What follows belongs to an exercise in optimizing a design on an open flow for small area, a short achievable clock period and few clock cycles per item; a production flow would make more cautious choices.
The RTL was checked by simulation tests, not by an equivalence proof against the original design.
No activity file was given, so power comes from the tool's default toggle rates.

==> flow/design.v, too long to show whole: its modules and the start of the top module <==
// module conv_top: 4031 lines
module conv_top (
  input  logic clk,
  input  logic rst_n,
  input  logic [15:0] ifmap_dat,
  input  logic ifmap_vld,
  output logic ifmap_rdy,
  input  logic [15:0] weights_dat,
  input  logic weights_vld,
  output logic weights_rdy,
  output logic [31:0] ofmap_dat,
  output logic ofmap_vld,
  input  logic ofmap_rdy
);
  // ...
==> flow/run.sh <==
#!/bin/bash
# synth_recipe.tcl (not shown) runs the flow's synth.tcl, then flattens the netlist and writes it again
# the make line also repeats each setting of config.mk as NAME=value (left out here)
make -C /OpenROAD-flow-scripts/flow DESIGN_CONFIG=/design/flow/config.mk WORK_HOME=/design/flow/orfs CLKGATE_MAP_FILE= SYNTH_SCRIPT=/design/flow/synth_recipe.tcl finish
==> flow/config.mk <==
export PLATFORM = sky130hd
export DESIGN_NAME = conv_top
export DESIGN_NICKNAME = conv_top
export VERILOG_FILES = /design/flow/design.v
export SDC_FILE = /design/flow/constraint.sdc
export NUM_CORES = 4
export LEC_CHECK = 0
export ABC_CLOCK_PERIOD_IN_PS = 2500
export CAP_MARGIN = 20
export CORE_MARGIN = 2
export CORE_UTILIZATION = 40
export SETUP_SLACK_MARGIN = 5
export SLEW_MARGIN = 20
==> flow/constraint.sdc <==
create_clock -name core_clock -period 8.0 [get_ports {clk}]
set_input_delay 1.6000 -clock core_clock [delete_from_list [all_inputs] [get_ports {clk}]]
set_output_delay 1.6000 -clock core_clock [all_outputs]
set_load 0.01 [all_outputs]
==> run summary, run 1 <==
outcome: no timing/DRC/antenna violations
Setup crit end kind: register
nets@finish: 5859
DRT Pass-1 Iters: 8
Net Count, Synth: 5582
most common cell after layout, fill and taps aside: dfxtp_1
fin cells: 7134
TritonCTS buffer count: 111
Final clock-cell share: 0.0547
most frequent cells in the layout: dfxtp_1, inv_1, nand2_1, edfxtp_1, fa_2
die width: 381 um
design area: 71100 sq um
fin util: 0.503
Placed Cells incl. Taps: 6549
Max power group: combinational cells
WS Path Type: reg -> reg
final setup vio count: 0
non-clk buf share: 0.0885
top flop regs: st1 (181), st2 (62)
average cell area after synthesis: 11.7 sq um
vias in the first global route: 38800
storage element area: 25800 sq um
Yosys top cell area share: 0.265
grt ovf: 0
Net Switching: 8.93 mW
Top Layer Used: met5
Async SR Flop Fraction: 0.0359
HPWL after DPL: 121 mm
Clk pwr share: 0.222
Crit path top cell by count: fa_2
P&R area growth vs syn: 24.8%
flip-flop and latch count: 1115
Sw Ratio: 0.370
worst path required time: 8.68 ns
internal power: 15.2 mW
hold depth: 0
min Tclk post-route: 3.31 ns
Yosys top cell by area: dfxtp_1
Yosys reg bits: 1115
Testbench counts, summed over its fixed seeds: cycles 4,304, jobs 128.
==> run 2: changes to the inputs <==
--- a/flow/config.mk
+++ b/flow/config.mk
@@ -7,3 +7,2 @@
 export LEC_CHECK = 0
-export ABC_CLOCK_PERIOD_IN_PS = 2500
 export CAP_MARGIN = 20
@@ -11,3 +10,2 @@
 export CORE_UTILIZATION = 40
-export SETUP_SLACK_MARGIN = 5
 export SLEW_MARGIN = 20
==> run 2 against run 1 <==
Net effect: wire length fell by 8.5%; area after synthesis did not move; register-to-register slack got worse by 0.80 ns; power fell by 1.5%; critical path depth did not move; combinational power fell by 6%; die area did not move; sequential power barely moved; clock power rose by 4.7%; via count fell by 6.0%; non-clock buffer count fell by 356; utilization fell by 5.4 points; largest cell class unchanged.
==> run summary, run 2 <==
outcome: no timing/DRC/antenna violations (unchanged)
DRT antenna net count: 0 (unchanged)
Commonest cells post-synth: dfxtp_1, inv_1, fa_1, a22oi_1, nand2_1 (unchanged)
Initial Util: 0.403 (unchanged)
TritonCTS Sinks: 1115 (unchanged)
Net Switching: 8.79 mW (was 8.93 mW)
Top FF cell, synth: dfxtp_1 (unchanged)
average cell area after synthesis: 11.7 sq um (unchanged)
post-synthesis sequential area ratio: 0.452 (unchanged)
Die ar.: 145000 sq um (unchanged)
gr usage total: 0.234 (was 0.250)
largest register by flop count: st1 (unchanged)
Setup crit end kind: register (unchanged)
initial antenna violation count: 8 (was 7)
grt ovf: 0 (unchanged)
total chip power: 23.8 mW (was 24.2 mW)
r2r setup slk: 3.89 ns (was 4.69 ns)
most common cell after layout, fill and taps aside: dfxtp_1 (unchanged)
P&R area growth vs syn: 11.4% (was 24.8%)
Hold Crit Class: reg -> reg (unchanged)
GR Util met3: 0.0897 (was 0.0935)
top flop regs: st1 (181), st2 (62) (unchanged)
Ys Warns: 1 (unchanged)
WL final: 170 mm (was 186 mm)
f_max: 0.243 GHz (was 0.302 GHz)
Hold Violations, Final: 0 (unchanged)
HPWL after DPL: 123 mm (was 121 mm)
GR Layer Usage met2: 0.335 (was 0.358)
setup TNS: 0 ns (unchanged)
Yosys reg bits: 1115 (unchanged)
Pleak: 25.0 nW (was 27.7 nW)
Synth area leaders: dfxtp_1, fa_1, edfxtp_1, a22oi_1, xnor2_1 (unchanged)
nets@finish: 5501 (was 5859)
hold_buf cts: 0 (unchanged)
Critical Path Fanout Max: 13 (was 3)
FILL cells: 13100 (was 12200)
max-cap violation count: 0 (unchanged)
DRT Pass-1 Iters: 7 (was 8)
DR iter-0 viols: 3717 (was 4379)
fin util: 0.449 (was 0.503)
crit path DAT: 4.69 ns (was 3.99 ns)
Pwr per Cell Area: 375 nW/um^2 (was 340 nW/um^2)
CTS clk-pin slew, worst paths: 0.07 ns (about the same)
Yosys top cell by area: dfxtp_1 (unchanged)
core area: 141000 sq um (unchanged)
RSZ-0062 raised after global routing: false (was true)
post-CTS setup buffers: 0 (was 271)
first-pass GRT wire length: 250 mm (was 266 mm)
final setup vio count: 0 (unchanged)
max-slew violations: 0 (unchanged)
CTS tree: done (unchanged)
reg2reg path depth: 11 (unchanged)
Fin Clk Skew: 0.0784 ns (was 0.0743 ns)
Largest register FFs: 181 (unchanged)
Async SR Flop Fraction: 0.0359 (unchanged)
worst-margin pin slew: 1.19 ns (was 1.04 ns)
internal power: 15.0 mW (was 15.2 mW)
die width: 381 um (unchanged)
vias per inst: 5.27 (was 5.33)
Min Hold Slack: 0.306 ns (was 0.285 ns)
share of power burned in registers: 0.355 (was 0.349)
Boundary Pins: 72 (unchanged)
drt drc: 0 (unchanged)
Yosys top cell area share: 0.265 (unchanged)
ratio of cells with drive above 1 in the final layout: 0.0868 (was 0.299)
min Tclk post-route: 4.11 ns (was 3.31 ns)
WS Path Type: reg -> reg (unchanged)
most frequent cells in the layout: dfxtp_1, inv_1, fa_1, a22oi_1, nand2_1 (was dfxtp_1, inv_1, nand2_1, edfxtp_1, fa_2)
Comb pwr share: 0.410 (was 0.429)
Net Count, Synth: 5582 (unchanged)
Clk pwr share: 0.236 (was 0.222)
GPL Wtd Cong: 1.01 (was 0.977)
number of synthesized flops with an enable pin: 320 (unchanged)
die span in y: 381 um (unchanged)
cell row count: 138 (unchanged)
final worst-path cycle share: 0.514 (was 0.413)
GR peak layer: met2 (unchanged)
latest clock arrival within the worst-skew pair: 0.78 ns (was 0.76 ns)
most frequent cell after synthesis: dfxtp_1 (unchanged)
Syn Std Cell Area: 57000 sq um (unchanged)
wire length per cell: 25.1 um (was 26.0 um)
Vias: 35700 (was 38000)
largest net degree at the start of global routing: 61 (was 73)
Slew Limit Headroom: 0.204 (was 0.304)
Peak VDD IR: 274 uV (was 215 uV)
met1 usage: 0.317 (was 0.329)
vias in the first global route: 37100 (was 38800)
Cell variety after synth: 72 (unchanged)
Post-DP Area: 59500 sq um (was 60000 sq um)
Root Buffer: clkbuf_16 (unchanged)
worst path required time: 8.58 ns (was 8.68 ns)
TritonCTS buffer count: 112 (was 111)
hold depth: 0 (unchanged)
Sw Ratio: 0.369 (was 0.370)
startpoint types: register (unchanged)
design area: 63500 sq um (was 71100 sq um)
# resized after CTS: 0 (was 585)
CTS H-tree lvls: 3 (unchanged)
Synth Instances: 4870 (unchanged)
clock buffer depth: 3 (unchanged)
# port buffers: 71 (unchanged)
## run 2: cell counts after synthesis
Identical to the previous run, type by type.
## run 2: routing by layer
| layer | routed length (um) | vias up |
|---|---|---|
| met3 | 21000 | 468 |
| met1 | 71800 | 17800 |
| met5 | 75 | - |
| met2 | 69800 | 2003 |
| met4 | 7120 | 10 |
| li1 | - | 15500 |
## run 2: cell families (layout without fill, tap and decap cells)
group,after synthesis,count (layout),share of synthesized area
other,0,2,0
buffers and inverters,1007,1021,0.0669
DFF,1115,1115,0.452
adders and majority gates,675,675,0.226
muxes,128,128,0.0247
xor gates and xnor gates,626,626,0.0962
AOI/OAI and AO/OA,694,694,0.0862
and+or+nand+nor,625,625,0.0481
## run 2: metrics by stage
stage | std cells | worst slack (ns)
2_1_floorplan | 4870 | 2.96
3_3_place_gp | 6565 | 3.96
3_5_place_dp | 6565 | 3.98
4_1_cts | 6774 | 3.92
5_1_grt | 6774 | 3.75
6_report | 6776 | 3.89
## run 2: layout make-up
cell class / instances / area, sq um / area share
multi-input cells: 2748 / 27500 / 0.433
flip-flops and latches: 1115 / 25700 / 0.405
clock buffers: 149 / 3240 / 0.0511
inverters: 632 / 2370 / 0.0374
well taps: 1890 / 2360 / 0.0372
repair buffers: 180 / 1520 / 0.0240
clock inverters: 60 / 786 / 0.0124
diodes: 2 / 5.00 / 0.0000788
## run 2: critical path, stage by stage (launching register included)
cell      delay (ns)
edfxtp_1        0.52
clkinv_1        0.70
fa_1            0.71
inv_1           0.15
fa_1            0.20
inv_1           0.06
fa_1            0.42
fa_1            0.43
inv_1           0.09
fa_1            0.15
inv_1           0.05
fa_1            0.43
## run 2: final timing paths
path | start | endpoint
hold reg to reg | st1[0]$_DFF_P_ | st2[0]$_DFF_P_
max in group asynchronous | rst_n | q_rp[0]$_DFFE_PN0P_
min in group asynchronous | rst_n | w_in_v$_DFF_PN0_
hold / removal | st1[0]$_DFF_P_ | st2[0]$_DFF_P_
setup reg to reg | h0[2]$_DFFE_PP_ | st1[133]$_DFF_P_
setup / recovery | h0[2]$_DFFE_PP_ | st1[133]$_DFF_P_
## run 2: power groups by stage
| stage | logic, mW | registers, mW | clock network (mW) |
|---|---|---|---|
| 6_report | 9.75 | 8.44 | 5.61 |
| 3_3_place_gp | 9.58 | 8.54 | 0 |
| 5_1_grt | 11.3 | 8.60 | 5.94 |
| 4_1_cts | 9.84 | 8.47 | 5.73 |
| 3_5_place_dp | 9.80 | 8.58 | 0 |
| 2_1_floorplan | 6.39 | 8.37 | 0 |

[what the ideal ports hide]
No port has a modelled driver above. Below, the same layouts with a new extraction and two added sets of constraints. Step 1 sets driving cells, clkbuf_16 on the clock port and buf_2 on the other inputs (assumed; they add their load-dependent delay and slew). Step 2 adds t to the input delays and takes it off the output delays; t is the mean of the earliest and latest rising clock arrival at the registers after step 1. Input paths then give back, and output paths get back, about the clock's delay inside the block. Three values: ideal, step 1, step 2; two values: the first two.
| run | t, ns | slack for setup (ns) | worst hold slack (ns) | worst slew at a driven data input, ns | pins driven straight from the clock port |
|---|---|---|---|---|---|
| run 1 | 0.805 | 4.693 / 4.693 / 4.406 | 0.285 / 0.285 / 0.285 | 0.06 | 1 |
| run 2 | 0.819 | 3.890 / 3.890 / 3.890 | 0.306 / 0.306 / 0.306 | 0.05 | 1 |
After both steps setup and hold are still met in every run listed. For run 1, which loses most, drivers alone change the setup slack by 0.000 ns; drivers and shift together by -0.287 ns.
